This is an optimization exercise on Yosys and OpenROAD, whose aim is small area, not a production implementation.
The RTL was checked by simulation tests, not by an equivalence proof against the original design.

== juniper ==
==> module ethernet_perf_counter_snapshot, before the edit <==
module ethernet_perf_counter_snapshot #(
  parameter int unsigned AUTO_PERIOD = 1000
) (
  input  logic        clk,
  input  logic        rst,
  input  logic [63:0] rx_frames,
  input  logic [63:0] rx_crc_err,
  input  logic [63:0] rx_bytes,
  input  logic [63:0] tx_frames,
  input  logic [63:0] tx_bytes,
  input  logic        snap_req,
  input  logic        clear_req,
  output logic        snap_done,
  output logic        busy,
  output logic [15:0] snap_seq,
  input  logic        rd_en,
  input  logic [4:0]  rd_addr,
  output logic        rd_valid,
  output logic [31:0] rd_data
);
  localparam int unsigned   TW     = (AUTO_PERIOD > 1) ? $clog2(AUTO_PERIOD) : 1;
  localparam bit            T_EN   = (AUTO_PERIOD != 0);
  localparam logic [TW-1:0] T_LAST = (AUTO_PERIOD > 0) ? TW'(AUTO_PERIOD - 1) : '0;
  logic [2:0]    ph;
  logic [TW-1:0] timer;
  logic          snap_pend;
  logic          clear_pend;
  logic          zc;    
  logic          zp;    
  logic [63:0] cur  [5];
  logic [63:0] prev [5];
  logic [63:0] live [5];
  logic idle, tick, req_any, clear_now, start, clear_do;
  assign live[0] = rx_frames;
  assign live[1] = rx_crc_err;
  assign live[2] = rx_bytes;
  assign live[3] = tx_frames;
  assign live[4] = tx_bytes;
  assign idle      = (ph == 3'd0);
  assign tick      = T_EN && (timer == T_LAST);
  assign req_any   = snap_pend | snap_req | tick;
  assign clear_now = clear_pend | clear_req;
  assign start     = idle && !clear_now && req_any;
  assign clear_do  = idle && clear_now;
  assign busy      = (ph != 3'd0) && (ph != 3'd7);
  assign snap_done = (ph == 3'd7);
  always_ff @(posedge clk) begin
    if (rst) begin
      timer <= '0;
    end else if (start || tick) begin
      timer <= '0;
    end else if (T_EN) begin
      timer <= timer + 1'b1;
    end
  end
  always_ff @(posedge clk) begin
    if (rst) begin
      ph         <= 3'd0;
      snap_pend  <= 1'b0;
      clear_pend <= 1'b0;
      snap_seq   <= '0;
      zc         <= 1'b1;
      zp         <= 1'b1;
    end else begin
      ph         <= idle ? {2'b00, start} : ph + 3'd1;
      snap_pend  <= req_any & (!idle | clear_now);
      clear_pend <= !idle & clear_now;
      if (clear_do) begin
        snap_seq <= '0;
        zc       <= 1'b1;
        zp       <= 1'b1;
      end else begin
        if (start) begin
          zc <= 1'b0;
          zp <= zc;
        end
        if (ph == 3'd6) begin
          snap_seq <= snap_seq + 16'd1;
        end
      end
    end
  end
  always_ff @(posedge clk) begin
    if (start) begin
      for (int i = 0; i < 5; i++) begin
        prev[i] <= cur[i];
        cur[i]  <= live[i];
      end
    end
  end
  logic [63:0] mc, mp, df, dl;
  logic        back;
  logic [63:0] g0, p0, gg, pp;
  logic [64:0] cy;
  logic [31:0] rd_word;
  logic [4:0]  sc, sp;
  always_comb begin
    mc = '0;
    mp = '0;
    for (int i = 0; i < 5; i++) begin
      sc[i] = (rd_addr[4:2] == 3'(i)) && !zc && !rst;
      sp[i] = (rd_addr[4:2] == 3'(i)) && !zp && !rst;
      mc = mc | (cur[i]  & {64{sc[i]}});
      mp = mp | (prev[i] & {64{sp[i]}});
    end
    g0 = mc & ~mp;
    p0 = mc ^ ~mp;
    gg = g0;
    pp = p0;
    for (int l = 0; l < 6; l++) begin
      for (int i = 0; i < 64; i++) begin
        if ((i % (2 << l)) == ((2 << l) - 1)) begin
          gg[i] = gg[i] | (pp[i] & gg[i - (1 << l)]);
          pp[i] = pp[i] & pp[i - (1 << l)];
        end
      end
    end
    for (int l = 4; l >= 0; l--) begin
      for (int i = 0; i < 64; i++) begin
        if ((i % (2 << l)) == ((1 << l) - 1) && i >= (2 << l)) begin
          gg[i] = gg[i] | (pp[i] & gg[i - (1 << l)]);
          pp[i] = pp[i] & pp[i - (1 << l)];
        end
      end
    end
    cy[0] = 1'b1;
    for (int i = 1; i <= 64; i++) cy[i] = gg[i-1] | pp[i-1];
    df   = p0 ^ cy[63:0];
    back = !cy[64];
    dl = back ? mc : df;
    case (rd_addr[1:0])
      2'd0:    rd_word = mc[31:0];
      2'd1:    rd_word = mc[63:32];
      2'd2:    rd_word = dl[31:0];
      default: rd_word = dl[63:32];
    endcase
    if (rd_addr == 5'd20 && !rst) begin
      rd_word = {busy, 15'd0, snap_seq};
    end
  end
  always_ff @(posedge clk) begin
    rd_valid <= rd_en && !rst;
    if (rd_en || rst) begin
      rd_data <= rd_word;
    end
  end
endmodule
clock: 8.0 ns
lec_check: 0
cap_margin: 20
core_margin: 2
core_utilization: 40
slew_margin: 20
run.sh (not shown) runs the stock make flow with config.mk's settings and CLKGATE_MAP_FILE= SYNTH_SCRIPT=/design/flow/synth_recipe.tcl, a recipe that flattens the netlist after the stock synthesis.
[inputs] nickel vs juniper
--- a/flow/design.v
+++ b/flow/design.v
@@ -91,41 +91,15 @@
   logic [63:0] mc, mp, df, dl;
   logic        back;
-  logic [63:0] g0, p0, gg, pp;
-  logic [64:0] cy;
   logic [31:0] rd_word;
-  logic [4:0]  sc, sp;
   always_comb begin
     mc = '0;
     mp = '0;
     for (int i = 0; i < 5; i++) begin
-      sc[i] = (rd_addr[4:2] == 3'(i)) && !zc && !rst;
-      sp[i] = (rd_addr[4:2] == 3'(i)) && !zp && !rst;
-      mc = mc | (cur[i]  & {64{sc[i]}});
-      mp = mp | (prev[i] & {64{sp[i]}});
-    end
-    g0 = mc & ~mp;
-    p0 = mc ^ ~mp;
-    gg = g0;
-    pp = p0;
-    for (int l = 0; l < 6; l++) begin
-      for (int i = 0; i < 64; i++) begin
-        if ((i % (2 << l)) == ((2 << l) - 1)) begin
-          gg[i] = gg[i] | (pp[i] & gg[i - (1 << l)]);
-          pp[i] = pp[i] & pp[i - (1 << l)];
-        end
+      if (rd_addr[4:2] == 3'(i)) begin
+        mc = mc | (cur[i]  & {64{!zc}});
+        mp = mp | (prev[i] & {64{!zp}});
       end
     end
-    for (int l = 4; l >= 0; l--) begin
-      for (int i = 0; i < 64; i++) begin
-        if ((i % (2 << l)) == ((1 << l) - 1) && i >= (2 << l)) begin
-          gg[i] = gg[i] | (pp[i] & gg[i - (1 << l)]);
-          pp[i] = pp[i] & pp[i - (1 << l)];
-        end
-      end
-    end
-    cy[0] = 1'b1;
-    for (int i = 1; i <= 64; i++) cy[i] = gg[i-1] | pp[i-1];
-    df   = p0 ^ cy[63:0];
-    back = !cy[64];
+    {back, df} = {1'b0, mc} - {1'b0, mp};
     dl = back ? mc : df;
     case (rd_addr[1:0])
@@ -135,12 +109,17 @@
       default: rd_word = dl[63:32];
     endcase
-    if (rd_addr == 5'd20 && !rst) begin
+    if (rd_addr == 5'd20) begin
       rd_word = {busy, 15'd0, snap_seq};
     end
   end
   always_ff @(posedge clk) begin
-    rd_valid <= rd_en && !rst;
-    if (rd_en || rst) begin
-      rd_data <= rd_word;
+    if (rst) begin
+      rd_valid <= 1'b0;
+      rd_data  <= '0;
+    end else begin
+      rd_valid <= rd_en;
+      if (rd_en) begin
+        rd_data <= rd_word;
+      end
     end
   end
### Flow results
Going from juniper to nickel, via count of the first global-routing pass grew by more than 10%. In nickel, the relative area change from synthesis to final layout came out 2.2 points below the value in juniper. nickel vs juniper — maximum clock rate dropped by a few percent. The full die area in juniper is 0.913 times that in nickel. nickel vs juniper — critical path depth dropped 1. Comparing number of tapcells for nickel and juniper, the smaller number came from juniper.

[re-timing with driven ports]
In the flow no input, the clock included, has a driving cell. The finished layouts below were timed again as built, in two steps.
Step 1 (the two cells are an assumption about what drives the block):
set clk [get_ports {clk}]
set_driving_cell -lib_cell sky130_fd_sc_hd__clkbuf_16 $clk
set_driving_cell -lib_cell sky130_fd_sc_hd__buf_2 [delete_from_list [all_inputs] $clk]
Step 2 times the ports against the registers' clock, not the clock port: input delays grow and output delays shrink by t, the midpoint of the rising clock arrivals with the driver on.
Three values: ideal ports, drivers, drivers and shift; two values: the first two.
run	t (ns)	setup slack, ns	worst setup path at the end	latest minus earliest clock arrival (ns)	cell pins on the clock port's net
juniper	0.664	1.100 / 1.137 / 0.473	input to register	0.023 / 0.024	1
nickel	0.693	0.831 / 0.837 / 0.144	input to register	0.048 / 0.048	1
After both steps setup and hold are still met in every run listed. The setup slack of nickel, which loses most, moves by +0.006 ns with the drivers and by -0.687 ns with both steps.
